From an optimization exercise on the open Yosys and OpenROAD flow, aimed at small area and a short achievable clock period; shortcuts taken in it are not production practice. Where RTL was checked, it was by simulation tests only, not by an equivalence proof against the original. For runs 2 and 5, only the layout was checked, not whether the RTL still works. Power and IR drop assume default switching activity.

[config.mk]
export PLATFORM = sky130hd
export DESIGN_NAME = melody_player
export DESIGN_NICKNAME = melody_player
export VERILOG_FILES = /design/flow/design.v
export SDC_FILE = /design/flow/constraint.sdc
export NUM_CORES = 4
export LEC_CHECK = 0
export CAP_MARGIN = 20
export CORE_MARGIN = 2
export CORE_UTILIZATION = 40
export CTS_CLUSTER_DIAMETER = 80
export CTS_CLUSTER_SIZE = 24
export SETUP_SLACK_MARGIN = 3.5
export SLEW_MARGIN = 20
export SYNTH_HIERARCHICAL = 1
export SYNTH_MINIMUM_KEEP_SIZE = 0
[standard.sh]
#!/bin/bash
# synth_recipe.tcl (not shown) runs the flow's synth.tcl, then flattens the netlist and writes it again
# the make line also repeats each setting of config.mk as NAME=value (left out here)
make -C /OpenROAD-flow-scripts/flow DESIGN_CONFIG=/design/flow/config.mk WORK_HOME=/design/flow/orfs CLKGATE_MAP_FILE= SYNTH_SCRIPT=/design/flow/synth_recipe.tcl "${@:-finish}"
[constraint.sdc]
create_clock -name core_clock -period 6.0 [get_ports {clk}]
set_input_delay 1.2000 -clock core_clock [delete_from_list [all_inputs] [get_ports {clk}]]
set_output_delay 1.2000 -clock core_clock [all_outputs]
set_load 0.01 [all_outputs]
[flow/run.sh]
#!/bin/bash
# Layout flow: the standard ORFS flow (standard.sh) with two changes:
#  - buffer_ports makes the port buffers of plain buffers (buf_2) rather than
#    the delay cells it picks by default;
#  - the half and full adder cells join the platform's DONT_USE_CELLS, so
#    synthesis leaves adders as plain gates for abc (ORFS's own behaviour when
#    those cells are on the list) and no later step places them.
# The make output goes to flow_standard.log; ORFS's own logs are under orfs/logs.
set -euo pipefail
export BUFFER_PORTS_ARGS="-buffer_cell sky130_fd_sc_hd__buf_2"
PLATFORM_DONT_USE="sky130_fd_sc_hd__probe_p_8 sky130_fd_sc_hd__probec_p_8 sky130_fd_sc_hd__lpflow_bleeder_1 sky130_fd_sc_hd__lpflow_clkbufkapwr_1 sky130_fd_sc_hd__lpflow_clkbufkapwr_16 sky130_fd_sc_hd__lpflow_clkbufkapwr_2 sky130_fd_sc_hd__lpflow_clkbufkapwr_4 sky130_fd_sc_hd__lpflow_clkbufkapwr_8 sky130_fd_sc_hd__lpflow_clkinvkapwr_1 sky130_fd_sc_hd__lpflow_clkinvkapwr_16 sky130_fd_sc_hd__lpflow_clkinvkapwr_2 sky130_fd_sc_hd__lpflow_clkinvkapwr_4 sky130_fd_sc_hd__lpflow_clkinvkapwr_8 sky130_fd_sc_hd__lpflow_decapkapwr_12 sky130_fd_sc_hd__lpflow_decapkapwr_3 sky130_fd_sc_hd__lpflow_decapkapwr_4 sky130_fd_sc_hd__lpflow_decapkapwr_6 sky130_fd_sc_hd__lpflow_decapkapwr_8 sky130_fd_sc_hd__lpflow_inputiso0n_1 sky130_fd_sc_hd__lpflow_inputiso0p_1 sky130_fd_sc_hd__lpflow_inputiso1n_1 sky130_fd_sc_hd__lpflow_inputiso1p_1 sky130_fd_sc_hd__lpflow_inputisolatch_1 sky130_fd_sc_hd__lpflow_isobufsrc_1 sky130_fd_sc_hd__lpflow_isobufsrc_16 sky130_fd_sc_hd__lpflow_isobufsrc_2 sky130_fd_sc_hd__lpflow_isobufsrc_4 sky130_fd_sc_hd__lpflow_isobufsrc_8 sky130_fd_sc_hd__lpflow_isobufsrckapwr_16 sky130_fd_sc_hd__lpflow_lsbuf_lh_hl_isowell_tap_1 sky130_fd_sc_hd__lpflow_lsbuf_lh_hl_isowell_tap_2 sky130_fd_sc_hd__lpflow_lsbuf_lh_hl_isowell_tap_4 sky130_fd_sc_hd__lpflow_lsbuf_lh_isowell_4 sky130_fd_sc_hd__lpflow_lsbuf_lh_isowell_tap_1 sky130_fd_sc_hd__lpflow_lsbuf_lh_isowell_tap_2 sky130_fd_sc_hd__lpflow_lsbuf_lh_isowell_tap_4"
ADDERS="sky130_fd_sc_hd__ha_1 sky130_fd_sc_hd__ha_2 sky130_fd_sc_hd__ha_4 sky130_fd_sc_hd__fa_1 sky130_fd_sc_hd__fa_2 sky130_fd_sc_hd__fa_4"
bash standard.sh "DONT_USE_CELLS=$PLATFORM_DONT_USE $ADDERS" finish > flow_standard.log 2>&1
[design.v]
module melody_player_rcell (
    input  logic s,
    input  logic sn,
    input  logic a,
    input  logic b,
    output logic y
);
    assign y = ~((sn | a) & (s | b));
endmodule
module melody_player_rcell0 (
    input  logic s,
    input  logic sn,
    input  logic a,
    input  logic b,
    output logic y
);
    assign y = (sn | a) & (s | b);
endmodule
module melody_player #(
    parameter int  NOTES    = 32,
    parameter int  HP_W     = 20,
    parameter int  DUR_W    = 16,
    parameter int  TICK_DIV = 16,
    parameter int  GAP_W    = 16,
    localparam int AW       = $clog2(NOTES)
) (
    input  logic             clk,
    input  logic             rst_n,
    input  logic             enable,
    input  logic             mode_loop,
    input  logic             octave_down,
    input  logic [AW:0]      seq_len,
    input  logic [GAP_W-1:0] gap_ticks,
    input  logic             wr_en,
    input  logic [AW-1:0]    wr_addr,
    input  logic [HP_W-1:0]  wr_half,
    input  logic [DUR_W-1:0] wr_dur,
    output logic             tone,
    output logic             busy,
    output logic [AW-1:0]    step,
    output logic             done
);
    localparam int PW = $clog2(TICK_DIV);
    localparam int MW = HP_W + DUR_W;
    localparam int RL = 15;
    logic [MW-1:0] wd;
    assign wd = {wr_half, wr_dur};
    logic [MW-1:0] mem0, mem16;
    always_ff @(posedge clk) begin
        if (wr_en && wr_addr == 5'd0)  mem0  <= wd;
        if (wr_en && wr_addr == 5'd16) mem16 <= wd;
    end
    logic [RL-1:0][MW-1:0] ra;
    logic [RL-1:0][MW-1:0] rb;
    logic [3:0]    q;         
    logic [3:0] wpos;
    always_comb begin
        case ({wr_addr[3:0], q})
            8'h00: wpos = 4'd1;
            8'h01: wpos = 4'd2;
            8'h02: wpos = 4'd3;
            8'h03: wpos = 4'd4;
            8'h04: wpos = 4'd5;
            8'h05: wpos = 4'd6;
            8'h06: wpos = 4'd7;
            8'h07: wpos = 4'd8;
            8'h08: wpos = 4'd9;
            8'h09: wpos = 4'd10;
            8'h0a: wpos = 4'd11;
            8'h0b: wpos = 4'd12;
            8'h0c: wpos = 4'd13;
            8'h0d: wpos = 4'd14;
            8'h0e: wpos = 4'd0;
            8'h0f: wpos = 4'd1;
            8'h10: wpos = 4'd2;
            8'h11: wpos = 4'd3;
            8'h12: wpos = 4'd4;
            8'h13: wpos = 4'd5;
            8'h14: wpos = 4'd6;
            8'h15: wpos = 4'd7;
            8'h16: wpos = 4'd8;
            8'h17: wpos = 4'd9;
            8'h18: wpos = 4'd10;
            8'h19: wpos = 4'd11;
            8'h1a: wpos = 4'd12;
            8'h1b: wpos = 4'd13;
            8'h1c: wpos = 4'd14;
            8'h1d: wpos = 4'd0;
            8'h1e: wpos = 4'd1;
            8'h1f: wpos = 4'd2;
            8'h20: wpos = 4'd3;
            8'h21: wpos = 4'd4;
            8'h22: wpos = 4'd5;
            8'h23: wpos = 4'd6;
            8'h24: wpos = 4'd7;
            8'h25: wpos = 4'd8;
            8'h26: wpos = 4'd9;
            8'h27: wpos = 4'd10;
            8'h28: wpos = 4'd11;
            8'h29: wpos = 4'd12;
            8'h2a: wpos = 4'd13;
            8'h2b: wpos = 4'd14;
            8'h2c: wpos = 4'd0;
            8'h2d: wpos = 4'd1;
            8'h2e: wpos = 4'd2;
            8'h2f: wpos = 4'd3;
            8'h30: wpos = 4'd4;
            8'h31: wpos = 4'd5;
            8'h32: wpos = 4'd6;
            8'h33: wpos = 4'd7;
            8'h34: wpos = 4'd8;
            8'h35: wpos = 4'd9;
            8'h36: wpos = 4'd10;
            8'h37: wpos = 4'd11;
            8'h38: wpos = 4'd12;
            8'h39: wpos = 4'd13;
            8'h3a: wpos = 4'd14;
            8'h3b: wpos = 4'd0;
            8'h3c: wpos = 4'd1;
            8'h3d: wpos = 4'd2;
            8'h3e: wpos = 4'd3;
            8'h3f: wpos = 4'd4;
            8'h40: wpos = 4'd5;
            8'h41: wpos = 4'd6;
            8'h42: wpos = 4'd7;
            8'h43: wpos = 4'd8;
            8'h44: wpos = 4'd9;
            8'h45: wpos = 4'd10;
            8'h46: wpos = 4'd11;
            8'h47: wpos = 4'd12;
            8'h48: wpos = 4'd13;
            8'h49: wpos = 4'd14;
            8'h4a: wpos = 4'd0;
            8'h4b: wpos = 4'd1;
            8'h4c: wpos = 4'd2;
            8'h4d: wpos = 4'd3;
            8'h4e: wpos = 4'd4;
            8'h4f: wpos = 4'd5;
            8'h50: wpos = 4'd6;
            8'h51: wpos = 4'd7;
            8'h52: wpos = 4'd8;
            8'h53: wpos = 4'd9;
            8'h54: wpos = 4'd10;
            8'h55: wpos = 4'd11;
            8'h56: wpos = 4'd12;
            8'h57: wpos = 4'd13;
            8'h58: wpos = 4'd14;
            8'h59: wpos = 4'd0;
            8'h5a: wpos = 4'd1;
            8'h5b: wpos = 4'd2;
            8'h5c: wpos = 4'd3;
            8'h5d: wpos = 4'd4;
            8'h5e: wpos = 4'd5;
            8'h5f: wpos = 4'd6;
            8'h60: wpos = 4'd7;
            8'h61: wpos = 4'd8;
            8'h62: wpos = 4'd9;
            8'h63: wpos = 4'd10;
            8'h64: wpos = 4'd11;
            8'h65: wpos = 4'd12;
            8'h66: wpos = 4'd13;
            8'h67: wpos = 4'd14;
            8'h68: wpos = 4'd0;
            8'h69: wpos = 4'd1;
            8'h6a: wpos = 4'd2;
            8'h6b: wpos = 4'd3;
            8'h6c: wpos = 4'd4;
            8'h6d: wpos = 4'd5;
            8'h6e: wpos = 4'd6;
            8'h6f: wpos = 4'd7;
            8'h70: wpos = 4'd8;
            8'h71: wpos = 4'd9;
            8'h72: wpos = 4'd10;
            8'h73: wpos = 4'd11;
            8'h74: wpos = 4'd12;
            8'h75: wpos = 4'd13;
            8'h76: wpos = 4'd14;
            8'h77: wpos = 4'd0;
            8'h78: wpos = 4'd1;
            8'h79: wpos = 4'd2;
            8'h7a: wpos = 4'd3;
            8'h7b: wpos = 4'd4;
            8'h7c: wpos = 4'd5;
            8'h7d: wpos = 4'd6;
            8'h7e: wpos = 4'd7;
            8'h7f: wpos = 4'd8;
            8'h80: wpos = 4'd9;
            8'h81: wpos = 4'd10;
            8'h82: wpos = 4'd11;
            8'h83: wpos = 4'd12;
            8'h84: wpos = 4'd13;
            8'h85: wpos = 4'd14;
            8'h86: wpos = 4'd0;
            8'h87: wpos = 4'd1;
            8'h88: wpos = 4'd2;
            8'h89: wpos = 4'd3;
            8'h8a: wpos = 4'd4;
            8'h8b: wpos = 4'd5;
            8'h8c: wpos = 4'd6;
            8'h8d: wpos = 4'd7;
            8'h8e: wpos = 4'd8;
            8'h8f: wpos = 4'd9;
            8'h90: wpos = 4'd10;
            8'h91: wpos = 4'd11;
            8'h92: wpos = 4'd12;
            8'h93: wpos = 4'd13;
            8'h94: wpos = 4'd14;
            8'h95: wpos = 4'd0;
            8'h96: wpos = 4'd1;
            8'h97: wpos = 4'd2;
            8'h98: wpos = 4'd3;
            8'h99: wpos = 4'd4;
            8'h9a: wpos = 4'd5;
            8'h9b: wpos = 4'd6;
            8'h9c: wpos = 4'd7;
            8'h9d: wpos = 4'd8;
            8'h9e: wpos = 4'd9;
            8'h9f: wpos = 4'd10;
            8'ha0: wpos = 4'd11;
            8'ha1: wpos = 4'd12;
            8'ha2: wpos = 4'd13;
            8'ha3: wpos = 4'd14;
            8'ha4: wpos = 4'd0;
            8'ha5: wpos = 4'd1;
            8'ha6: wpos = 4'd2;
            8'ha7: wpos = 4'd3;
            8'ha8: wpos = 4'd4;
            8'ha9: wpos = 4'd5;
            8'haa: wpos = 4'd6;
            8'hab: wpos = 4'd7;
            8'hac: wpos = 4'd8;
            8'had: wpos = 4'd9;
            8'hae: wpos = 4'd10;
            8'haf: wpos = 4'd11;
            8'hb0: wpos = 4'd12;
            8'hb1: wpos = 4'd13;
            8'hb2: wpos = 4'd14;
            8'hb3: wpos = 4'd0;
            8'hb4: wpos = 4'd1;
            8'hb5: wpos = 4'd2;
            8'hb6: wpos = 4'd3;
            8'hb7: wpos = 4'd4;
            8'hb8: wpos = 4'd5;
            8'hb9: wpos = 4'd6;
            8'hba: wpos = 4'd7;
            8'hbb: wpos = 4'd8;
            8'hbc: wpos = 4'd9;
            8'hbd: wpos = 4'd10;
            8'hbe: wpos = 4'd11;
            8'hbf: wpos = 4'd12;
            8'hc0: wpos = 4'd13;
            8'hc1: wpos = 4'd14;
            8'hc2: wpos = 4'd0;
            8'hc3: wpos = 4'd1;
            8'hc4: wpos = 4'd2;
            8'hc5: wpos = 4'd3;
            8'hc6: wpos = 4'd4;
            8'hc7: wpos = 4'd5;
            8'hc8: wpos = 4'd6;
            8'hc9: wpos = 4'd7;
            8'hca: wpos = 4'd8;
            8'hcb: wpos = 4'd9;
            8'hcc: wpos = 4'd10;
            8'hcd: wpos = 4'd11;
            8'hce: wpos = 4'd12;
            8'hcf: wpos = 4'd13;
            8'hd0: wpos = 4'd14;
            8'hd1: wpos = 4'd0;
            8'hd2: wpos = 4'd1;
            8'hd3: wpos = 4'd2;
            8'hd4: wpos = 4'd3;
            8'hd5: wpos = 4'd4;
            8'hd6: wpos = 4'd5;
            8'hd7: wpos = 4'd6;
            8'hd8: wpos = 4'd7;
            8'hd9: wpos = 4'd8;
            8'hda: wpos = 4'd9;
            8'hdb: wpos = 4'd10;
            8'hdc: wpos = 4'd11;
            8'hdd: wpos = 4'd12;
            8'hde: wpos = 4'd13;
            8'hdf: wpos = 4'd14;
            8'he0: wpos = 4'd0;
            8'he1: wpos = 4'd1;
            8'he2: wpos = 4'd2;
            8'he3: wpos = 4'd3;
            8'he4: wpos = 4'd4;
            8'he5: wpos = 4'd5;
            8'he6: wpos = 4'd6;
            8'he7: wpos = 4'd7;
            8'he8: wpos = 4'd8;
            8'he9: wpos = 4'd9;
            8'hea: wpos = 4'd10;
            8'heb: wpos = 4'd11;
            8'hec: wpos = 4'd12;
            8'hed: wpos = 4'd13;
            8'hee: wpos = 4'd14;
            8'hef: wpos = 4'd0;
            8'hf0: wpos = 4'd1;
            8'hf1: wpos = 4'd2;
            8'hf2: wpos = 4'd3;
            8'hf3: wpos = 4'd4;
            8'hf4: wpos = 4'd5;
            8'hf5: wpos = 4'd6;
            8'hf6: wpos = 4'd7;
            8'hf7: wpos = 4'd8;
            8'hf8: wpos = 4'd9;
            8'hf9: wpos = 4'd10;
            8'hfa: wpos = 4'd11;
            8'hfb: wpos = 4'd12;
            8'hfc: wpos = 4'd13;
            8'hfd: wpos = 4'd14;
            8'hfe: wpos = 4'd0;
            8'hff: wpos = 4'd1;
            default: wpos = 4'd0;
        endcase
    end
    logic          pv;
    logic [AW-1:0] pa;
    logic [MW-1:0] pd;
    logic [RL-1:0] hit_a, hit_b;
    always_ff @(posedge clk) begin
        pv <= wr_en && (wr_addr[3:0] != 4'd0);
        pa <= wr_addr;
        pd <= wd;
        for (int p = 0; p < RL; p++) begin
            hit_a[p] <= wr_en && (wr_addr[3:0] != 4'd0) && !wr_addr[4] && (wpos == 4'(p));
            hit_b[p] <= wr_en && (wr_addr[3:0] != 4'd0) &&  wr_addr[4] && (wpos == 4'(p));
        end
    end
    logic [RL-1:0][MW-1:0] na;
    logic [RL-1:0][MW-1:0] nb;
    for (genvar gi = 0; gi < MW; gi++) begin : g_bit0
        logic ba, bb, ya, yb;
        assign ba = ra[RL-1][gi];
        assign bb = rb[RL-1][gi];
        melody_player_rcell0 ca (.s(hit_a[0]), .sn(!hit_a[0]), .a(pd[gi]), .b(ba), .y(ya));
        melody_player_rcell0 cb (.s(hit_b[0]), .sn(!hit_b[0]), .a(pd[gi]), .b(bb), .y(yb));
        assign na[0][gi] = ya;
        assign nb[0][gi] = yb;
    end
    for (genvar gp = 1; gp < RL; gp++) begin : g_pos
        for (genvar gi = 0; gi < MW; gi++) begin : g_bit
            logic wi, ba, bb, ya, yb;
            assign wi = (gp % 2) ? pd[gi] : !pd[gi];
            assign ba = ra[gp-1][gi];
            assign bb = rb[gp-1][gi];
            melody_player_rcell ca (.s(hit_a[gp]), .sn(!hit_a[gp]), .a(wi), .b(ba), .y(ya));
            melody_player_rcell cb (.s(hit_b[gp]), .sn(!hit_b[gp]), .a(wi), .b(bb), .y(yb));
            assign na[gp][gi] = ya;
            assign nb[gp][gi] = yb;
        end
    end
    always_ff @(posedge clk) begin
        q <= (q >= 4'd14) ? 4'd0 : q + 4'd1;
        ra <= na;
        rb <= nb;
    end
    logic [3:0] tap_l;
    assign tap_l = ~q;
    logic             busy_r, gap_r, hold_r;
    logic [AW-1:0]    step_r;
    logic             tone_r, done_r;
    logic [PW-1:0]    presc;
    logic [HP_W:0]    hreload;   
    logic [HP_W:0]    hcnt;      
    logic             rest;      
    logic [DUR_W-1:0] cnt;       
    logic [GAP_W-1:0] gcnt;      
    logic [MW-1:0]    pn;        
    logic [AW-1:0] tgt;       
    function automatic logic [16:0] advvec(input logic [4:0] t, input logic ok);
        logic [3:0] gth, eqh;
        logic [7:0] gtl;
        for (int h = 0; h < 4; h++) begin
            gth[h] = ok && (2'(h) > t[4:3]);
            eqh[h] = ok && (2'(h) == t[4:3]);
        end
        for (int l = 0; l < 8; l++)
            gtl[l] = (3'(l) > t[2:0]);
        advvec = {ok, gth, eqh, gtl};
    endfunction
    logic       av_s5;
    logic [3:0] av_gth, av_eqh;
    logic [7:0] av_gtl;
    logic [16:0] av_one, av_inc;
    assign av_one = advvec(AW'(1), 1'b1);
    assign av_inc = advvec(tgt + AW'(1), tgt != AW'(NOTES - 1));
    always_ff @(posedge clk) begin
        if (wr_en && wr_addr == tgt)
            pn <= wd;
        else if (pv && pa == tgt)
            pn <= pd;
        else if (tgt[3:0] == 4'd0)
            pn <= mem16;
        else if (tgt[3:0] == tap_l)
            pn <= tgt[4] ? rb[RL-1] : ra[RL-1];
    end
    logic tick_r;              
    logic playing, idle, tick, last, step_end, adv, gap_nz, gap_done;
    assign playing  = busy_r && !gap_r;
    assign idle     = !busy_r && !hold_r;
    assign tick     = tick_r;
    assign last     = (cnt[DUR_W-1:1] == '0);
    assign step_end = playing && tick && last;
    assign adv      = (seq_len[5] & av_s5) | av_gth[seq_len[4:3]]
                    | (av_eqh[seq_len[4:3]] & av_gtl[seq_len[2:0]]);
    assign gap_nz   = (gap_ticks != '0);
    assign gap_done = (gcnt >= gap_ticks);
    logic [MW-1:0]    ent;
    logic [HP_W-1:0]  ent_hm;
    logic [DUR_W-1:0] ent_dur;
    logic [HP_W:0]    ent_h;
    assign ent     = (playing && adv) ? pn : mem0;
    assign ent_hm  = ent[MW-1:DUR_W];
    assign ent_dur = ent[DUR_W-1:0];
    assign ent_h   = octave_down ? {ent_hm, 1'b0} : {1'b0, ent_hm};
    logic load;
    assign load = !playing || step_end;
    logic hz;
    assign hz = (hcnt == hreload);
    logic pn_rest, m0_rest;
    assign pn_rest = ~|pn[MW-1:DUR_W];
    assign m0_rest = ~|mem0[MW-1:DUR_W];
    always_ff @(posedge clk) begin
        presc <= busy_r ? presc + PW'(1) : '0;
        tick_r <= busy_r && (presc == PW'(TICK_DIV - 2));
        if (load) begin
            hreload <= ent_h;
            hcnt    <= (HP_W+1)'(1);
            rest    <= (playing && adv) ? pn_rest : m0_rest;
        end else begin
            hcnt    <= hz ? (HP_W+1)'(1) : hcnt + (HP_W+1)'(1);
        end
        if (load)
            cnt <= ent_dur;
        else if (tick)
            cnt <= cnt - DUR_W'(1);
        if (!gap_r)
            gcnt <= GAP_W'(1);
        else if (tick)
            gcnt <= gcnt + GAP_W'(1);
        gap_r <= busy_r ? (gap_r ? !(tick && gap_done) : (step_end && !adv && mode_loop && gap_nz))
                        : 1'b0;
    end
    always_ff @(posedge clk or negedge rst_n) begin
        if (!rst_n) begin
            busy_r <= 1'b0;
            hold_r <= 1'b0;
            step_r <= '0;
            tgt    <= AW'(1);
            {av_s5, av_gth, av_eqh, av_gtl} <= av_one;
            tone_r <= 1'b0;
            done_r <= 1'b0;
        end else if (!enable) begin
            busy_r <= 1'b0;
            hold_r <= 1'b0;
            step_r <= '0;
            tgt    <= AW'(1);
            {av_s5, av_gth, av_eqh, av_gtl} <= av_one;
            tone_r <= 1'b0;
            done_r <= 1'b0;
        end else begin
            done_r <= step_end && !adv && !mode_loop;
            if (idle) begin
                busy_r <= 1'b1;
                step_r <= '0;
                tgt    <= AW'(1);
                {av_s5, av_gth, av_eqh, av_gtl} <= av_one;
                tone_r <= 1'b0;
            end else if (playing) begin
                tone_r <= !step_end && !rest && (tone_r ^ hz);
                if (step_end) begin
                    if (adv) begin
                        step_r <= tgt;
                        tgt    <= tgt + AW'(1);
                        {av_s5, av_gth, av_eqh, av_gtl} <= av_inc;
                    end
                    else if (!mode_loop) begin
                        busy_r <= 1'b0;
                        hold_r <= 1'b1;
                    end else if (!gap_nz) begin
                        step_r <= '0;
                        tgt    <= AW'(1);
                        {av_s5, av_gth, av_eqh, av_gtl} <= av_one;
                    end
                end
            end else if (busy_r) begin
                tone_r <= 1'b0;
                if (tick && gap_done) begin
                    step_r <= '0;
                    tgt    <= AW'(1);
                    {av_s5, av_gth, av_eqh, av_gtl} <= av_one;
                end
            end
        end
    end
    assign tone = tone_r;
    assign busy = busy_r;
    assign step = step_r;
    assign done = done_r;
endmodule
==> results.ini, run 1 <==
[clock_tree]
clock_latency_ps = 660
cts_htree_levels = 3
clockRootBuffer = clkbuf_16
cts_tree = done
cts.sinks = 1374
clockBufferDepth = 3
clk_pin_slew_ps = 90
cts_made_buffers = 69

[yosys]
ys_async_sr_fraction = 0.0211
synth_area_leaders = dfxtp_1, o22ai_1, edfxtp_1, mux2i_1, o22a_1
synth-main-ff-cell = dfxtp_1
yosysUniqueCellTypes = 83
ys_seq_area_frac = 0.680
avgSynthCellArea_um2 = 12.0
synth_seq_cells = 1374
synth_edf_count = 146
syn_inst = 3555
syn_nets = 3624
yosys_warnings = 7
yosys.area.top_type = dfxtp_1
synth_common_cells = dfxtp_1, o22ai_1, edfxtp_1
netlist_area_um2 = 42800
yosysMostFrequentCell = dfxtp_1
synth.top_cell.area_share = 0.561

[critical_path]
setup.worst_path.end_class = register
r2r_start = hit_a[8]$_DFF_P_
r2r_slack_ps = 3480
rr_endpoint = ra[305]$_DFF_P_
critical-path-max-stage-delay_ps = 530
criticalPathCategory = in2reg
crit_arrival_ps = 3130
cp_slowest_cell = or4b_4
r2r_cells = 4
start_kind = primary input
crit_fanout = 7
required_ps = 6530
crit_chain = buf_8 > nor2b_4 > or4b_4 > nor4b_4 > o211ai_1 > buf_4 > a31o_4 > buf_12 > and3_4

[floorplanning]
start_util = 0.402
die_w_um = 331
rows = 120
die-area_um2 = 110000
core_um2 = 107000
io_pins = 77
die_y_um = 331

[timing]
drv_slew = 0
max_freq_ghz = 0.385
skew_ps = 36.3
rsz0062_at_grt = yes
fin_crit_sh = 0.433
fin_crit_ps = 2600
hold_violations = 0
finalSetupViolations = 0
fin_setup_tns_ps = 0
relSlewSlack = 0.190
tightest_slew_ps = 1210

[pwr]
p_sw_w = 0.00506
irDropWorstVdd_mv = 0.193
clock_power_share = 0.253
p_per_area_nw_per_um2 = 430
p_seq_frac = 0.622
p_leak_nw = 17.6
p_total_w = 0.0207
switching_share = 0.244
p_int_w = 0.0157
power_frac_comb = 0.124

[placed_design]
hpwl_um = 70400
gp_congestion = 0.803
port-buffer-count = 76

[run]
maxCapViolCount = 0

[detailed_routing]
first_pass_iters = 7
wl_met1_um = 55400
wl_per_cell_um = 26.4
wl_met3_um = 9000
wl_met2_um = 65500
via_per_inst = 6.10
routed_wirelength_um = 135000
drc = 0
drtAntennaViolNets = 0
vias = 31300
highest_layer = met5
drt-initial-drc-count = 2766

[global_route]
grt_max_degree = 74
grt_pass1_wl_um = 196000
antenna_found_initial = 5
grt_usage = 0.239
first_global_vias = 29600
grt_overflow = 0

[status]
status = finished clean

[cells_and_area]
area_growth_pct = 12.5
fill_cells = 9799
fin_nets = 3776
drive_gt1_frac = 0.116

[min_path]
hold_path.class = reg2reg
hold_depth = 1
holdCritStartpoint = rb[289]$_DFF_P_
min_delay_worst_endpoint = rb[325]$_DFF_P_

## flip-flops by register name (all words and copies together), names as in the netlist, 16 cells and up
signal	flops
hreload	21
pd	36
cnt	16
ra	540
hcnt	21
mem16	36
gcnt	16
rb	540
pn	36
mem0	36
## power by group through the flow
stage	combinational [W]	sequential, W	clock, W
after floorplan	0.00183	0.0128	0
after global placement	0.00236	0.0130	0
after detailed placement	0.00245	0.0130	0
after CTS	0.00250	0.0129	0.00531
after global routing	0.00282	0.0131	0.00566
final	0.00257	0.0129	0.00525
## Yosys stat by module, one instance, submodules excluded
module / cell area (um2) / flops+latches
melody_player_rcell: 6.26 / 0
melody_player_rcell0: 8.76 / 0
melody_player: 35900 / 1374
## cell families after synthesis
group / count (synthesis) / synth area share
AOI/OAI and AO/OA: 1358 / 0.205
xor gates and xnor gates: 94 / 0.0192
adders and majority gates: 2 / 0.000468
buffers and inverters: 176 / 0.0162
DFF: 1374 / 0.680
muxes: 111 / 0.0264
and+or+nand+nor: 440 / 0.0526
## routing by layer
layer / track usage / vias to the layer above
met1: 0.305 / 15700
met5: 0 / -
met3: 0.0382 / 349
li1: - / 14000
met4: 0.0950 / 6
met2: 0.403 / 1208
## critical path: cells and delay by family
kind / cells / cell delay, ps
and+or+nand+nor: 4 / 1050
AOI/OAI and AO/OA: 2 / 450
buffers and inverters: 3 / 430
## stage by stage
stage	utilization	std cells	setup slack, ps	cell area (um2)	hold WS, ps
after global placement	0.426	5008	2170	45400	402
after floorplan	-	3555	3000	43300	402
after CTS	0.450	5125	3420	47900	402
after global routing	0.452	5134	3320	48100	423
final	0.452	5134	3400	48100	403
after detailed placement	0.426	5008	2150	45400	407
## timing repair
item | CTS | global route
buffers inserted | 18 | 7
gates resized for setup | 56 | 24
hold buffers | 0 | 0
gates cloned | 5 | 1
endpoints found under the setup margin | 166 | 189
pin swaps | 11 | 10
## worst max-delay path by stage
stage	from	endpoint	slack [ps]	cells past startpoint
floorplan	gap_ticks[12]	step_r[2]$_DFFE_PN0P_	3000	8
global placement	seq_len[3]	tgt[0]$_DFFE_PN1P_	2170	7
detailed placement	seq_len[3]	tgt[0]$_DFFE_PN1P_	2150	7
CTS	gap_ticks[12]	av_gtl[0]$_DFFE_PN0P_	3420	9
global route	gap_ticks[12]	av_gtl[1]$_DFFE_PN0P_	3320	9
finish	gap_ticks[12]	av_gtl[0]$_DFFE_PN0P_	3400	9
## layout by cell type, fill, tap and decap left out, drive strengths merged, types with 7 or more instances in the layout
master	synthesis	routed
a21oi	70	70
a311oi	7	7
nor2	102	102
o22a	72	72
buf	33	164
inv	86	82
nand2b	16	17
xor2	43	43
nand2	100	100
a31oi	11	11
and2	24	24
nand4	13	13
mux2i	105	105
edfxtp	146	146
o22ai	1015	1015
nor2b	27	27
dfxtp	1199	1199
o21ai	64	64
clkbuf	56	85
dfstp	11	11
dfrtp	18	18
xnor2	51	51
nor4	26	26
nor3	52	52
a211oi	44	44
nand3	28	29
a32oi	7	7
o21a	8	8
clkinv	1	11
and3	13	15
## layout make-up
class	instances	area, um2	share of cell area
clock buffers	83	1900	0.0394
multi-input cells	2009	13600	0.282
diodes	1	2.50	0.0000520
clock inverters	11	139	0.00288
inverters	87	342	0.00709
well taps	1403	1760	0.0365
flip-flops and latches	1374	29200	0.606
repair buffers	166	1260	0.0261
==> run 2: changes to the inputs <==
--- a/design.v
+++ b/design.v
@@ -318,7 +318,8 @@
     logic          pv;
     logic [AW-1:0] pa;
     logic [MW-1:0] pd;
-    logic [RL-1:0] hit_a, hit_b;
+    logic [RL-1:0] hit_a, hit_b;    
+    logic [RL-1:0] nhit_a, nhit_b;
     always_ff @(posedge clk) begin
         pv <= wr_en && (wr_addr[3:0] != 4'd0);
         pa <= wr_addr;
@@ -326,6 +327,8 @@
         for (int p = 0; p < RL; p++) begin
             hit_a[p] <= wr_en && (wr_addr[3:0] != 4'd0) && !wr_addr[4] && (wpos == 4'(p));
             hit_b[p] <= wr_en && (wr_addr[3:0] != 4'd0) &&  wr_addr[4] && (wpos == 4'(p));
+            nhit_a[p] <= !(wr_en && (wr_addr[3:0] != 4'd0) && !wr_addr[4] && (wpos == 4'(p)));
+            nhit_b[p] <= !(wr_en && (wr_addr[3:0] != 4'd0) &&  wr_addr[4] && (wpos == 4'(p)));
         end
     end
     logic [RL-1:0][MW-1:0] na;
@@ -334,8 +337,8 @@
         logic ba, bb, ya, yb;
         assign ba = ra[RL-1][gi];
         assign bb = rb[RL-1][gi];
-        melody_player_rcell0 ca (.s(hit_a[0]), .sn(!hit_a[0]), .a(pd[gi]), .b(ba), .y(ya));
-        melody_player_rcell0 cb (.s(hit_b[0]), .sn(!hit_b[0]), .a(pd[gi]), .b(bb), .y(yb));
+        melody_player_rcell0 ca (.s(hit_a[0]), .sn(nhit_a[0]), .a(pd[gi]), .b(ba), .y(ya));
+        melody_player_rcell0 cb (.s(hit_b[0]), .sn(nhit_b[0]), .a(pd[gi]), .b(bb), .y(yb));
         assign na[0][gi] = ya;
         assign nb[0][gi] = yb;
     end
@@ -345,8 +348,8 @@
             assign wi = (gp % 2) ? pd[gi] : !pd[gi];
             assign ba = ra[gp-1][gi];
             assign bb = rb[gp-1][gi];
-            melody_player_rcell ca (.s(hit_a[gp]), .sn(!hit_a[gp]), .a(wi), .b(ba), .y(ya));
-            melody_player_rcell cb (.s(hit_b[gp]), .sn(!hit_b[gp]), .a(wi), .b(bb), .y(yb));
+            melody_player_rcell ca (.s(hit_a[gp]), .sn(nhit_a[gp]), .a(wi), .b(ba), .y(ya));
+            melody_player_rcell cb (.s(hit_b[gp]), .sn(nhit_b[gp]), .a(wi), .b(bb), .y(yb));
             assign na[gp][gi] = ya;
             assign nb[gp][gi] = yb;
         end
@@ -487,11 +490,10 @@
                 end
             end else if (busy_r) begin
                 tone_r <= 1'b0;
-                if (tick && gap_done) begin
+                tgt    <= AW'(1);
+                {av_s5, av_gth, av_eqh, av_gtl} <= av_one;
+                if (tick && gap_done)
                     step_r <= '0;
-                    tgt    <= AW'(1);
-                    {av_s5, av_gth, av_eqh, av_gtl} <= av_one;
-                end
             end
         end
     end
==> results.ini, run 2 <==
[critical_path]
r2r_start = q[3]$_SDFF_PP0_
crit_arrival_ps = 3130
criticalPathCategory = in2reg
start_kind = primary input
required_ps = 6540
rr_endpoint = nhit_b[3]$_DFF_P_
r2r_cells = 7
crit_fanout = 32
r2r_slack_ps = 3410
setup.worst_path.end_class = register

[yosys]
synth.top_cell.area_share = 0.566
yosysMostFrequentCell = dfxtp_1
synth_seq_cells = 1404
synth_common_cells = dfxtp_1, o22ai_1, edfxtp_1
synth-simple-area-share = 0.0560
synth_edf_count = 146
synth_compound_area_frac = 0.201
synth_area_leaders = dfxtp_1, o22ai_1, edfxtp_1, mux2i_1, o22a_1
synth_top_family_by_area = compound AO/OA/AOI/OAI gates
ys_seq_area_frac = 0.684
yosys_warnings = 7
synthAdderAreaFrac = 0.000461
syn_inst = 3570
syn_nets = 3639
yosysUniqueCellTypes = 83
avgSynthCellArea_um2 = 12.2
ys_async_sr_fraction = 0.0207
synth-main-ff-cell = dfxtp_1
yosys.area.top_type = dfxtp_1
netlist_area_um2 = 43500
synth_xor_area_frac = 0.0181
synthMuxAreaShare = 0.0253

[clock_tree]
cts_tree = done
cts_made_buffers = 69
cts_htree_levels = 3
cts.sinks = 1404
clockBufferDepth = 3
clk_pin_slew_ps = 100
clock_latency_ps = 660
clockRootBuffer = clkbuf_16

[placed_design]
gp_congestion = 0.864
placed_cells = 5032
port-buffer-count = 76
hpwl_um = 71000

[min_path]
hold_path.class = reg2reg
min_delay_worst_endpoint = ra[410]$_DFF_P_
hold_depth = 1
holdCritStartpoint = ra[374]$_DFF_P_

[pwr]
irDropWorstVdd_mv = 0.211
p_per_area_nw_per_um2 = 420
p_leak_nw = 18.2

[detailed_routing]
drtAntennaViolNets = 0
routed_wirelength_um = 139000
drt-initial-drc-count = 2906
wl_per_cell_um = 26.7
via_per_inst = 6.11
first_pass_iters = 6
vias = 31700
drc = 0

[floorplanning]
die_y_um = 334
die_w_um = 334
rows = 120
die-area_um2 = 111000
start_util = 0.405
io_pins = 77
core_um2 = 107000

[timing]
fin_crit_ps = 2590
rsz0062_at_grt = yes
finalSetupViolations = 0
max_freq_ghz = 0.386
fin_crit_sh = 0.432
fin_setup_tns_ps = 0
drv_slew = 0
skew_ps = 20.5
tightest_slew_ps = 1210
hold_violations = 0
relSlewSlack = 0.193

[cells_and_area]
drive_gt1_frac = 0.138
final_cell_mix = dfxtp_1, o22ai_1, edfxtp_1
layout.area.seq_um2 = 29800
fin_nets = 3837
reg_top3 = ra (540), rb (540)
multi_input_area_um2 = 14000
fin_cells = 5198
final_common_cell = dfxtp_1
area_growth_pct = 14.7
fill_cells = 9620

[global_route]
antenna_found_initial = 3
grt_usage = 0.238
grt_max_degree = 74
grt_pass1_wl_um = 201000
grt_overflow = 0
first_global_vias = 30100

[run]
maxCapViolCount = 0

[status]
status = finished clean

==> run 2: cells by family after synthesis <==
logic type      after synthesis
xor+xnor                     89
compound gates             1354
fa+ha+maj                     2
simple gates                463
buf+inv                     154
flops                      1404
mux                         104
==> run 2: layer usage <==
layer / vias to the layer above / track usage / share of wire
met2: 1320 / 0.413 / 0.49
met5: - / 0 / 0
met3: 366 / 0.0378 / 0.068
li1: 14300 / - / -
met1: 15800 / 0.296 / 0.40
met4: 0 / 0.0948 / 0.041
==> run 2: final cells by class <==
class | instances | share of cell area
flip-flops and latches | 1404 | 0.598
repair buffers | 218 | 0.0403
clock inverters | 7 | 0.00153
diodes | 4 | 0.000201
multi-input cells | 2019 | 0.282
well taps | 1403 | 0.0352
inverters | 56 | 0.00427
clock buffers | 87 | 0.0385
==> run 2: power by group <==
group / switching (W) / internal [W]
Combinational: 0.00126 / 0.00137
Sequential: 0.000877 / 0.0122
Clock: 0.00296 / 0.00229
Total: 0.00510 / 0.0158
==> run 2: worst max path at each step <==
| stage | startpoint | to | slack, ps | depth (start not counted) |
|---|---|---|---|---|
| 2_1_floorplan | wr_addr[0] | nhit_b[2]$_DFF_P_ | 2870 | 8 |
| 3_3_place_gp | wr_addr[0] | hit_a[2]$_DFF_P_ | 2030 | 7 |
| 3_5_place_dp | wr_addr[0] | hit_a[2]$_DFF_P_ | 1960 | 7 |
| 4_1_cts | wr_addr[0] | nhit_b[7]$_DFF_P_ | 3420 | 7 |
| 5_1_grt | wr_addr[0] | nhit_b[3]$_DFF_P_ | 3370 | 7 |
| 6_report | wr_addr[0] | nhit_b[2]$_DFF_P_ | 3410 | 8 |
==> run 2: worst max-delay path: stages <==
cell and delay (ps):
buf_16 120, nand2_4 100, mux4_2 520, o31ai_2 280
a31o_4 200, o311ai_4 130, buf_8 210, or3_1 360
==> run 2: Yosys stat by module (local to each module, per instance) <==
module,copies in the design,flip-flops and latches
melody_player,1,1404
melody_player_rcell0,72,0
melody_player_rcell,1008,0
==> run 2: what timing repair did <==
item	in CTS	in global routing
gates resized for setup	103	106
hold buffers	0	0
setup endpoints to repair	307	197
cloned	13	13
pin swaps	33	38
setup buffers	26	14
==> run 2: through the flow <==
step	util	hold slack, ps	setup slack, ps	power [W]	instance area, um2
2_1_floorplan	-	402	2870	0.0148	43800
3_3_place_gp	0.428	403	2030	0.0155	46000
3_5_place_dp	0.428	407	1960	0.0156	46000
4_1_cts	0.456	408	3420	0.0209	48900
5_1_grt	0.464	420	3370	0.0218	49800
6_report	0.464	409	3410	0.0209	49800
==> run 3: changes to the inputs <==
--- a/design.v
+++ b/design.v
@@ -16,6 +16,28 @@
 );
     assign y = (sn | a) & (s | b);
 endmodule
+module melody_player_sdec (
+    input  logic [5:0] s,
+    output logic [3:0] dh,
+    output logic [7:0] dl
+);
+    always_comb begin
+        for (int i = 0; i < 4; i++) dh[i] = (s[4:3] == 2'(i));
+        for (int i = 0; i < 8; i++) dl[i] = (s[2:0] == 3'(i));
+    end
+endmodule
+module melody_player_slook (
+    input  logic       s5,
+    input  logic [3:0] dh,
+    input  logic [7:0] dl,
+    input  logic       v_s5,
+    input  logic [3:0] v_gth,
+    input  logic [3:0] v_eqh,
+    input  logic [7:0] v_gtl,
+    output logic       y
+);
+    assign y = (s5 & v_s5) | (|(dh & v_gth)) | ((|(dh & v_eqh)) & (|(dl & v_gtl)));
+endmodule
 module melody_player #(
     parameter int  NOTES    = 32,
     parameter int  HP_W     = 20,
@@ -318,8 +340,7 @@
     logic          pv;
     logic [AW-1:0] pa;
     logic [MW-1:0] pd;
-    logic [RL-1:0] hit_a, hit_b;    
-    logic [RL-1:0] nhit_a, nhit_b;
+    logic [RL-1:0] hit_a, hit_b;
     always_ff @(posedge clk) begin
         pv <= wr_en && (wr_addr[3:0] != 4'd0);
         pa <= wr_addr;
@@ -327,8 +348,6 @@
         for (int p = 0; p < RL; p++) begin
             hit_a[p] <= wr_en && (wr_addr[3:0] != 4'd0) && !wr_addr[4] && (wpos == 4'(p));
             hit_b[p] <= wr_en && (wr_addr[3:0] != 4'd0) &&  wr_addr[4] && (wpos == 4'(p));
-            nhit_a[p] <= !(wr_en && (wr_addr[3:0] != 4'd0) && !wr_addr[4] && (wpos == 4'(p)));
-            nhit_b[p] <= !(wr_en && (wr_addr[3:0] != 4'd0) &&  wr_addr[4] && (wpos == 4'(p)));
         end
     end
     logic [RL-1:0][MW-1:0] na;
@@ -337,8 +356,8 @@
         logic ba, bb, ya, yb;
         assign ba = ra[RL-1][gi];
         assign bb = rb[RL-1][gi];
-        melody_player_rcell0 ca (.s(hit_a[0]), .sn(nhit_a[0]), .a(pd[gi]), .b(ba), .y(ya));
-        melody_player_rcell0 cb (.s(hit_b[0]), .sn(nhit_b[0]), .a(pd[gi]), .b(bb), .y(yb));
+        melody_player_rcell0 ca (.s(hit_a[0]), .sn(!hit_a[0]), .a(pd[gi]), .b(ba), .y(ya));
+        melody_player_rcell0 cb (.s(hit_b[0]), .sn(!hit_b[0]), .a(pd[gi]), .b(bb), .y(yb));
         assign na[0][gi] = ya;
         assign nb[0][gi] = yb;
     end
@@ -348,8 +367,8 @@
             assign wi = (gp % 2) ? pd[gi] : !pd[gi];
             assign ba = ra[gp-1][gi];
             assign bb = rb[gp-1][gi];
-            melody_player_rcell ca (.s(hit_a[gp]), .sn(nhit_a[gp]), .a(wi), .b(ba), .y(ya));
-            melody_player_rcell cb (.s(hit_b[gp]), .sn(nhit_b[gp]), .a(wi), .b(bb), .y(yb));
+            melody_player_rcell ca (.s(hit_a[gp]), .sn(!hit_a[gp]), .a(wi), .b(ba), .y(ya));
+            melody_player_rcell cb (.s(hit_b[gp]), .sn(!hit_b[gp]), .a(wi), .b(bb), .y(yb));
             assign na[gp][gi] = ya;
             assign nb[gp][gi] = yb;
         end
@@ -400,14 +419,20 @@
             pn <= tgt[4] ? rb[RL-1] : ra[RL-1];
     end
     logic tick_r;              
+    logic last_r;              
     logic playing, idle, tick, last, step_end, adv, gap_nz, gap_done;
     assign playing  = busy_r && !gap_r;
     assign idle     = !busy_r && !hold_r;
     assign tick     = tick_r;
-    assign last     = (cnt[DUR_W-1:1] == '0);
+    assign last     = last_r;
     assign step_end = playing && tick && last;
-    assign adv      = (seq_len[5] & av_s5) | av_gth[seq_len[4:3]]
-                    | (av_eqh[seq_len[4:3]] & av_gtl[seq_len[2:0]]);
+    logic [3:0] sl_dh;
+    logic [7:0] sl_dl;
+    melody_player_sdec u_sdec (.s(seq_len), .dh(sl_dh), .dl(sl_dl));
+    melody_player_slook u_slook (
+        .s5(seq_len[5]), .dh(sl_dh), .dl(sl_dl),
+        .v_s5(av_s5), .v_gth(av_gth), .v_eqh(av_eqh), .v_gtl(av_gtl), .y(adv)
+    );
     assign gap_nz   = (gap_ticks != '0);
     assign gap_done = (gcnt >= gap_ticks);
     logic [MW-1:0]    ent;
@@ -428,6 +453,7 @@
     always_ff @(posedge clk) begin
         presc <= busy_r ? presc + PW'(1) : '0;
         tick_r <= busy_r && (presc == PW'(TICK_DIV - 2));
+        last_r <= (cnt[DUR_W-1:1] == '0);
         if (load) begin
             hreload <= ent_h;
             hcnt    <= (HP_W+1)'(1);
==> results.ini, run 3 <==
[timing]
drv_slew = 0
skew_ps = 22.4
fin_crit_ps = 2680
max_freq_ghz = 0.373
finalSetupViolations = 0
tightest_slew_ps = 1130
hold_violations = 0
fin_setup_tns_ps = 0
rsz0062_at_grt = yes
worst_slack_ps = 3320
relSlewSlack = 0.244
fin_crit_sh = 0.447

[status]
status = finished clean

[yosys]
synth_seq_cells = 1375
synth-simple-area-share = 0.0550
synth_area_leaders = dfxtp_1, o22ai_1, edfxtp_1, mux2i_1, o22a_1
yosysUniqueCellTypes = 79
avgSynthCellArea_um2 = 12.0
synth_compound_area_frac = 0.207
synth_top_family_by_area = compound AO/OA/AOI/OAI gates
syn_inst = 3559
synthMuxAreaShare = 0.0174
ys_seq_area_frac = 0.683
netlist_area_um2 = 42700
synth-main-ff-cell = dfxtp_1
synth_xor_area_frac = 0.0189
synthAdderAreaFrac = 0.000938
yosysMostFrequentCell = dfxtp_1
yosys.area.top_type = dfxtp_1
synth.top_cell.area_share = 0.563
syn_nets = 3628
synth_edf_count = 146
yosys_warnings = 8
synth_common_cells = dfxtp_1, o22ai_1, edfxtp_1
ys_async_sr_fraction = 0.0211

[critical_path]
required_ps = 6600
crit_fanout = 8
r2r_slack_ps = 3550
criticalPathCategory = in2reg
r2r_cells = 4
worstSetupStartpoint = seq_len[2]
rr_endpoint = ra[403]$_DFF_P_
crit_arrival_ps = 3280
start_kind = primary input
r2r_start = hit_a[11]$_DFF_P_
setup.worst_path.end_class = register

[cells_and_area]
area_growth_pct = 14.0
drive_gt1_frac = 0.132
fill_cells = 9587
fin_nets = 3834
reg_top3 = ra (540), rb (540)
final_cell_mix = dfxtp_1, o22ai_1, edfxtp_1
final_common_cell = dfxtp_1

[clock_tree]
clockRootBuffer = clkbuf_16
cts_tree = done
clk_pin_slew_ps = 90
clock_latency_ps = 660
clockBufferDepth = 3
cts.sinks = 1375
cts_made_buffers = 69
cts_htree_levels = 3
postCtsHoldBufs = 0

[detailed_routing]
wl_per_cell_um = 26.9
drc = 0
routed_wirelength_um = 139000
drt-initial-drc-count = 3447
via_per_inst = 6.13
vias = 31800
drtAntennaViolNets = 0
first_pass_iters = 6

[placed_design]
pre_cts_slack_ps = 1910
port-buffer-count = 76
hpwl_um = 74700
gp_congestion = 0.813

[global_route]
grt_max_degree = 74
antenna_found_initial = 4
grt_pass1_wl_um = 200000
grt_overflow = 0
first_global_vias = 29700
grt_usage = 0.244

[floorplanning]
io_pins = 77
die_y_um = 331
die-area_um2 = 109000
start_util = 0.404
core_um2 = 106000
die_w_um = 331
rows = 119

[min_path]
hold_depth = 1
holdCritStartpoint = ra[328]$_DFF_P_
min_delay_worst_endpoint = ra[364]$_DFF_P_
hold_path.class = reg2reg

[pwr]
irDropWorstVdd_mv = 0.206
p_leak_nw = 17.8
p_per_area_nw_per_um2 = 422

[run]
maxCapViolCount = 0

## run 3: area by class of cell
cell class	instances	area [um2]	share of cell area
Timing Repair Buffer	219	1720	0.0354
Clock inverter	16	186	0.00383
Clock buffer	82	1800	0.0369
Multi-Input combinational cell	2005	13600	0.280
Antenna cell	1	2.50	0.0000514
Inverter	95	357	0.00733
Tap cell	1391	1740	0.0358
Sequential cell	1375	29200	0.600
## run 3: report_power, final
part | leakage, nW | total (W) | switching [W] | internal [W]
combinational | 4.93 | 0.00254 | 0.00124 | 0.00130
clock | 0.965 | 0.00517 | 0.00298 | 0.00219
sequential | 11.9 | 0.0128 | 0.000850 | 0.0119
total | 17.8 | 0.0205 | 0.00507 | 0.0154
## run 3: what timing repair did
action	in CTS	in global routing
resized for setup	93	65
cloned	5	5
buffers inserted	35	12
pin swaps	19	13
endpoints found under the setup margin	202	174
## run 3: kinds of logic after synthesis
family / count (synthesis)
AND/OR/NAND/NOR: 453
flip-flops: 1375
AO/OA/AOI/OAI: 1374
multiplexers: 74
buffers and inverters: 186
other: 1
adder cells (fa/ha/maj): 4
XOR/XNOR: 92
## run 3: worst max-delay path, cell delays in order
cell	delay [ps]
buf_6	110
and3b_2	200
a22oi_1	180
and4_4	270
o211ai_1	100
buf_4	170
buf_6	120
a211oi_4	290
o21ai_2	100
buf_6	160
buf_6	120
o211ai_1	90
o21a_1	160
## run 3: how the worst max path moves through the flow
| stage | endpoint |
|---|---|
| 3_5_place_dp | hit_b[7]$_DFF_P_ |
| 6_report | av_gth[2]$_DFFE_PN1P_ |
| 5_1_grt | step_r[1]$_DFFE_PN0P_ |
| 3_3_place_gp | hit_b[6]$_DFF_P_ |
| 4_1_cts | av_eqh[1]$_DFFE_PN0P_ |
| 2_1_floorplan | tgt[3]$_DFFE_PN0P_ |
## run 3: metrics by stage
stage	std cells	hold slack, ps	power [W]	util	area, um2
after floorplan	3559	402	0.0145	-	43200
after global placement	5028	403	0.0153	0.431	45500
after detailed placement	5028	407	0.0153	0.431	45500
after CTS	5166	407	0.0204	0.456	48200
after global routing	5183	418	0.0213	0.461	48600
final	5184	407	0.0205	0.461	48700
## run 3: per-layer routing
metal,vias up,track usage,part of all wire
met5,-,0,0.00023
met1,16000,0.334,0.42
met2,1394,0.394,0.47
met3,275,0.0453,0.085
li1,14200,-,-
met4,4,0.0733,0.030
## run 3: modules after synthesis, one instance, submodules excluded
module / flip-flops and latches / times used
melody_player: 1375 / 1
melody_player_slook: 0 / 1
melody_player_rcell0: 0 / 72
melody_player_rcell: 0 / 1008
melody_player_sdec: 0 / 1
==> run 4: changes to the inputs <==
--- a/config.mk
+++ b/config.mk
@@ -8,8 +8,9 @@
 export CAP_MARGIN = 20
 export CORE_MARGIN = 2
 export CORE_UTILIZATION = 40
-export CTS_CLUSTER_DIAMETER = 80
-export CTS_CLUSTER_SIZE = 24
+export CTS_BUF_LIST = sky130_fd_sc_hd__clkbuf_8
+export CTS_CLUSTER_DIAMETER = 60
+export CTS_CLUSTER_SIZE = 16
 export SETUP_SLACK_MARGIN = 3.5
 export SLEW_MARGIN = 20
 export SYNTH_HIERARCHICAL = 1
==> results.ini, run 4 <==
[critical_path]
required_ps = 6690
crit_arrival_ps = 3220
start_kind = primary input
setup.worst_path.end_class = register
criticalPathCategory = in2reg
crit_fanout = 6

[timing]
fin_crit_ps = 2540
worst_slack_ps = 3460
skew_ps = 63.3
fin_setup_tns_ps = 0
finalSetupViolations = 0
drv_slew = 0
rsz0062_at_grt = yes
relSlewSlack = 0.246
max_freq_ghz = 0.394
fin_crit_sh = 0.423
hold_violations = 0
tightest_slew_ps = 1130

[placed_design]
port-buffer-count = 76
gp_congestion = 0.813
hpwl_um = 74700
pre_cts_slack_ps = 1910

[pwr]
switching_share = 0.252
p_per_area_nw_per_um2 = 417
clock_power_share = 0.241
p_leak_nw = 17.8
p_sw_w = 0.00508
p_seq_frac = 0.635
p_int_w = 0.0151
power_frac_comb = 0.125
irDropWorstVdd_mv = 0.217

[clock_tree]
postCtsHoldBufs = 0
clk_pin_slew_ps = 100
clockRootBuffer = clkbuf_8
cts_tree = done
cts_htree_levels = 3
cts.sinks = 1375
clock_latency_ps = 770
clockBufferDepth = 3
cts_made_buffers = 101

[cells_and_area]
final_common_cell = dfxtp_1
final_cell_mix = dfxtp_1, o22ai_1, edfxtp_1
drive_gt1_frac = 0.136
reg_top3 = ra (540), rb (540)
fin_nets = 3852
area_growth_pct = 13.2

[yosys]
yosysMostFrequentCell = dfxtp_1
netlist_area_um2 = 42700
ys_seq_area_frac = 0.683
syn_nets = 3628
synth_edf_count = 146
avgSynthCellArea_um2 = 12.0
ys_async_sr_fraction = 0.0211
synth_area_leaders = dfxtp_1, o22ai_1, edfxtp_1, mux2i_1, o22a_1
synth_common_cells = dfxtp_1, o22ai_1, edfxtp_1
syn_inst = 3559
synth-main-ff-cell = dfxtp_1
yosys.area.top_type = dfxtp_1
synth_seq_cells = 1375
yosys_warnings = 8
synth.top_cell.area_share = 0.563
yosysUniqueCellTypes = 79

[floorplanning]
io_pins = 77
start_util = 0.404
core_um2 = 106000
die-area_um2 = 109000
die_w_um = 331
rows = 119
die_y_um = 331

[global_route]
grt_usage = 0.244
antenna_found_initial = 6
grt_pass1_wl_um = 200000
grt_overflow = 0
first_global_vias = 29900
grt_max_degree = 74

[detailed_routing]
drtAntennaViolNets = 0
drc = 0
drt-initial-drc-count = 3563
vias = 31700
routed_wirelength_um = 139000
via_per_inst = 6.08
first_pass_iters = 7
wl_per_cell_um = 26.7

[min_path]
hold_path.class = reg2reg

[status]
status = finished clean

[run]
maxCapViolCount = 0

==> run 4: cell counts after synthesis <==
No cell type changed its count.
==> run 4: repair_timing <==
| action | CTS | global route |
|---|---|---|
| cloned | 4 | 4 |
| setup buffers | 21 | 14 |
| setup endpoints to repair | 174 | 162 |
| gates resized for setup | 63 | 83 |
| pin swaps | 7 | 12 |
==> run 4: path summary, 6_finish.rpt <==
check / cells past startpoint / slack, ps / startpoint / endpoint
hold / removal: 1 / 370 / ra[366]$_DFF_P_ / ra[402]$_DFF_P_
max in group asynchronous: 1 / 5060 / rst_n / busy_r$_DFFE_PN0P_
min in group asynchronous: 1 / 450 / rst_n / av_gtl[1]$_DFFE_PN0P_
setup reg to reg: 4 / 3530 / hit_a[11]$_DFF_P_ / ra[407]$_DFF_P_
setup / recovery: 9 / 3460 / gap_ticks[3] / tgt[4]$_DFFE_PN0P_
hold reg to reg: 1 / 370 / ra[366]$_DFF_P_ / ra[402]$_DFF_P_
==> run 4: worst max-delay path, cell delays in order <==
cell      delay (ps)
buf_8             90
or4_4            550
o41ai_4          480
a211oi_4         110
buf_6            160
o21ai_4          200
buf_6            160
nand2_4           60
o31ai_2          210
==> run 4: kinds of logic after synthesis <==
logic type,Yosys count,share of synthesized area
XOR/XNOR,92,0.0189
other,1,0.0000879
adder cells (fa/ha/maj),4,0.000938
AND/OR/NAND/NOR,453,0.0550
buffers and inverters,186,0.0176
multiplexers,74,0.0174
AO/OA/AOI/OAI,1374,0.207
flip-flops,1375,0.683
==> run 4: stage by stage <==
step	util	instance area, um2	cells	hold slack [ps]	power, W
after floorplan	-	43200	3559	402	0.0145
after global placement	0.431	45500	5028	403	0.0153
after detailed placement	0.431	45500	5028	407	0.0153
after CTS	0.452	47800	5199	362	0.0201
after global routing	0.457	48300	5218	379	0.0210
final	0.457	48300	5221	375	0.0202
==> run 4: per-module statistics from Yosys (local to each module, per instance) <==
module,cells,cell area [um2],copies in the design
melody_player_rcell0,1,8.76,72
melody_player,2457,35600,1
melody_player_slook,10,87.6,1
melody_player_sdec,12,87.6,1
melody_player_rcell,1,6.26,1008
==> run 4: layer usage <==
metal	routed length, um	track usage
met1	59000	0.336
met2	64100	0.393
met3	11900	0.0437
met4	4150	0.0748
met5	32	0
==> run 4: area by class of cell <==
cell class	count	area [um2]
clock inverters	39	354
diodes	4	10.0
well taps	1391	1740
flip-flops and latches	1375	29200
fillers	9666	57300
inverters	95	357
repair buffers	208	1620
multi-input cells	2002	13500
clock buffers	107	1470
==> run 4: power by group through the flow <==
stage	Clock [W]	Combinational [W]	Sequential, W
after global placement	0	0.00230	0.0130
after detailed placement	0	0.00237	0.0129
after CTS	0.00489	0.00243	0.0128
final	0.00485	0.00251	0.0128
after global routing	0.00523	0.00275	0.0130
after floorplan	0	0.00177	0.0127
==> run 5: changes to the inputs <==
--- a/design.v
+++ b/design.v
@@ -504,14 +504,14 @@
                         step_r <= tgt;
                         tgt    <= tgt + AW'(1);
                         {av_s5, av_gth, av_eqh, av_gtl} <= av_inc;
-                    end
-                    else if (!mode_loop) begin
-                        busy_r <= 1'b0;
-                        hold_r <= 1'b1;
-                    end else if (!gap_nz) begin
-                        step_r <= '0;
+                    end else begin
                         tgt    <= AW'(1);
                         {av_s5, av_gth, av_eqh, av_gtl} <= av_one;
+                        if (!mode_loop) begin
+                            busy_r <= 1'b0;
+                            hold_r <= 1'b1;
+                        end else if (!gap_nz)
+                            step_r <= '0;
                     end
                 end
             end else if (busy_r) begin
==> results.ini, run 5 <==
[floorplanning]
io_pins = 77
die-area_um2 = 110000
core_um2 = 107000
die_y_um = 332
die_w_um = 332
rows = 120
start_util = 0.402

[clock_tree]
postCtsHoldBufs = 0
clk_pin_slew_ps = 100
cts_htree_levels = 3
cts.sinks = 1375
clockBufferDepth = 3
clockRootBuffer = clkbuf_8
cts_tree = done
cts_made_buffers = 101
clock_latency_ps = 790

[cells_and_area]
area_growth_pct = 11.6
fin_nets = 3844
drive_gt1_frac = 0.125
final_cell_mix = dfxtp_1, o22ai_1, edfxtp_1
fill_cells = 9823
final_common_cell = dfxtp_1
reg_top3 = ra (540), rb (540)
design_area_um2 = 48000

[critical_path]
crit_chain = buf_6
path_buf_inv = 1
rr_endpoint = rb[340]$_DFF_P_
worstSetupStartpoint = busy_r$_DFFE_PN0P_
cp_top_family = flip-flops
start_kind = register
required_ps = 4800
crit_arrival_ps = 1340
critical-path-max-stage-delay_ps = 450
r2r_slack_ps = 3520
crit_fanout = 2
setup.worst_path.end_class = primary output
cp.depth = 1
cp_slowest_cell = dfrtp_2
critPathCapture = busy
criticalPathCategory = reg2out
r2r_start = hit_b[9]$_DFF_P_
r2r_cells = 4

[yosys]
synth_xor_area_frac = 0.0189
netlist_area_um2 = 43000
synthAdderAreaFrac = 0.00163
syn_nets = 3641
synth-main-ff-cell = dfxtp_1
yosysMostFrequentCell = dfxtp_1
yosys_warnings = 8
ys_async_sr_fraction = 0.0211
avgSynthCellArea_um2 = 12.0
ys_seq_area_frac = 0.677
synth_compound_area_frac = 0.209
synth_top_family_by_area = compound AO/OA/AOI/OAI gates
synth_common_cells = dfxtp_1, o22ai_1, edfxtp_1
synth_area_leaders = dfxtp_1, o22ai_1, edfxtp_1, mux2i_1, o22a_1
syn_inst = 3572
synth-simple-area-share = 0.0575
synth_edf_count = 146
yosysUniqueCellTypes = 91
synthMuxAreaShare = 0.0175
synth.top_cell.area_share = 0.558
synth_seq_cells = 1375
yosys.area.top_type = dfxtp_1

[placed_design]
gp_congestion = 0.821
place_area_um2 = 45600
port-buffer-count = 76
hpwl_um = 74000

[timing]
skew_ps = 71.1
relSlewSlack = 0.393
tightest_slew_ps = 909
fin_setup_tns_ps = 0
max_freq_ghz = 0.394
finalSetupViolations = 0
fin_crit_sh = 0.423
hold_violations = 0
fin_crit_ps = 2540
drv_slew = 0
rsz0062_at_grt = yes

[detailed_routing]
drt-initial-drc-count = 2976
drc = 0
via_per_inst = 6.04
vias = 31500
first_pass_iters = 5
drtAntennaViolNets = 0
wl_per_cell_um = 25.8
routed_wirelength_um = 135000

[min_path]
hold_path.class = reg2reg

[global_route]
grt_max_degree = 75
grt_pass1_wl_um = 199000
first_global_vias = 30100
antenna_found_initial = 8
grt_usage = 0.236
grt_overflow = 0

[pwr]
power_frac_comb = 0.123
p_int_w = 0.0152
p_per_area_nw_per_um2 = 420
switching_share = 0.249
clock_power_share = 0.239
irDropWorstVdd_mv = 0.197
p_sw_w = 0.00502
p_seq_frac = 0.638
p_leak_nw = 17.7

[status]
status = finished clean

[run]
maxCapViolCount = 0

[run 5: changes by cell type after synthesis, sizes merged, moves of 6 or more]
cell    change
a21boi      +7
and4        +7
and4b       +8
buf        +14
clkbuf     -11
inv        -11
nand2       +8
nor3        +6
o21ai       -6
o22a        +7
o31ai       -9
or4         -9
[run 5: routing by layer]
metal	part of all wire	global-route usage
met1	0.43	0.324
met2	0.46	0.380
met3	0.083	0.0395
met4	0.025	0.0711
met5	0.00020	0
[run 5: what timing repair did]
item	4_1_cts	5_1_grt
buffers inserted	17	6
pin swaps	6	9
endpoints found under the setup margin	355	174
gates resized for setup	40	55
cloned	3	2
[run 5: kinds of logic after synthesis]
group | Yosys count
simple gates | 467
xor+xnor | 93
mux | 75
buf+inv | 178
flops | 1375
other cells | 1
fa+ha+maj | 7
compound gates | 1376
[run 5: how the worst min path moves through the flow]
stage / from / endpoint / slack [ps] / depth (start not counted)
after floorplan: ra[64]$_DFF_P_ / ra[100]$_DFF_P_ / 400 / 1
after global placement: ra[416]$_DFF_P_ / ra[452]$_DFF_P_ / 400 / 1
after detailed placement: ra[73]$_DFF_P_ / ra[109]$_DFF_P_ / 410 / 1
after CTS: ra[260]$_DFF_P_ / ra[296]$_DFF_P_ / 380 / 1
after global routing: ra[337]$_DFF_P_ / ra[373]$_DFF_P_ / 410 / 1
final: ra[260]$_DFF_P_ / ra[296]$_DFF_P_ / 380 / 1
[run 5: cell type report]
class                      instances  area (um2)  share of cell area
sequential                      1375       29200               0.608
multi-input combinational       2023       13500               0.281
tap                             1403        1760              0.0366
clock buffer                     112        1540              0.0321
timing repair buffer             190        1390              0.0290
inverter                          84         340             0.00709
clock inverter                    34         302             0.00628
antenna                            2        5.00            0.000104
[run 5: power groups by stage]
| stage | Clock [W] | Combinational [W] | Sequential (W) |
|---|---|---|---|
| finish | 0.00482 | 0.00249 | 0.0129 |
| global route | 0.00524 | 0.00273 | 0.0131 |
| CTS | 0.00489 | 0.00242 | 0.0129 |
| floorplan | 0 | 0.00179 | 0.0128 |
| detailed placement | 0 | 0.00239 | 0.0130 |
| global placement | 0 | 0.00231 | 0.0130 |
[run 5: Yosys stat by module (local to each module, per instance)]
module                cells inside  times used  cell area, um2
melody_player_rcell0             1          72            8.76
melody_player_sdec              12           1            87.6
melody_player_rcell              1        1008            6.26
melody_player_slook             10           1            87.6
melody_player                 2470           1           35900
[run 5: stage by stage]
| step | cells | worst slack, ps | total power [W] | hold slack [ps] | util |
|---|---|---|---|---|---|
| after global routing | 5223 | 3420 | 0.0211 | 411 | 0.449 |
| after floorplan | 3572 | 3150 | 0.0146 | 402 | - |
| after CTS | 5212 | 3410 | 0.0202 | 380 | 0.446 |
| after detailed placement | 5046 | 1900 | 0.0154 | 407 | 0.426 |
| final | 5223 | 3460 | 0.0202 | 384 | 0.449 |
| after global placement | 5046 | 1900 | 0.0153 | 403 | 0.426 |
[run 5: worst register-to-register path, stage by stage (launching register included)]
cell and delay (ps):
dfxtp_2 320, buf_4 550, clkinv_1 790, buf_4 520, o22ai_1 270

## separate check: timing with driven ports
The flow's constraints put no driver on any port. The routed layouts listed below were extracted and timed again, unchanged, in two steps. Step 1, drivers: a clkbuf_16 drives clk and a buf_2 each remaining input, both assumed. Step 2, shift: input delay + t, output delay - t, t = (earliest + latest rising clock arrival at the registers) / 2. This alone moves slack from input paths to output paths. a / b / c = ideal ports / drivers / drivers and shift; a / b = the first two.
run | t, ns | setup slack, ns | hold slack, ns | pins driven straight from the clock port
run 1 | 0.711 | 3.401 / 3.429 / 2.718 | 0.403 / 0.403 / 0.403 | 1
run 2 | 0.725 | 3.407 / 3.203 / 2.478 | 0.409 / 0.409 / 0.409 | 1
run 3 | 0.710 | 3.316 / 3.350 / 2.639 | 0.407 / 0.407 / 0.407 | 1
run 4 | 0.812 | 3.462 / 3.412 / 2.675 | 0.375 / 0.375 / 0.375 | 1
run 5 | 0.828 | 3.463 / 3.393 / 2.779 | 0.384 / 0.384 / 0.384 | 1
After both steps setup and hold are still met in every run listed. The setup slack of run 2, which loses most, moves by -0.204 ns with the drivers and by -0.929 ns with both steps.
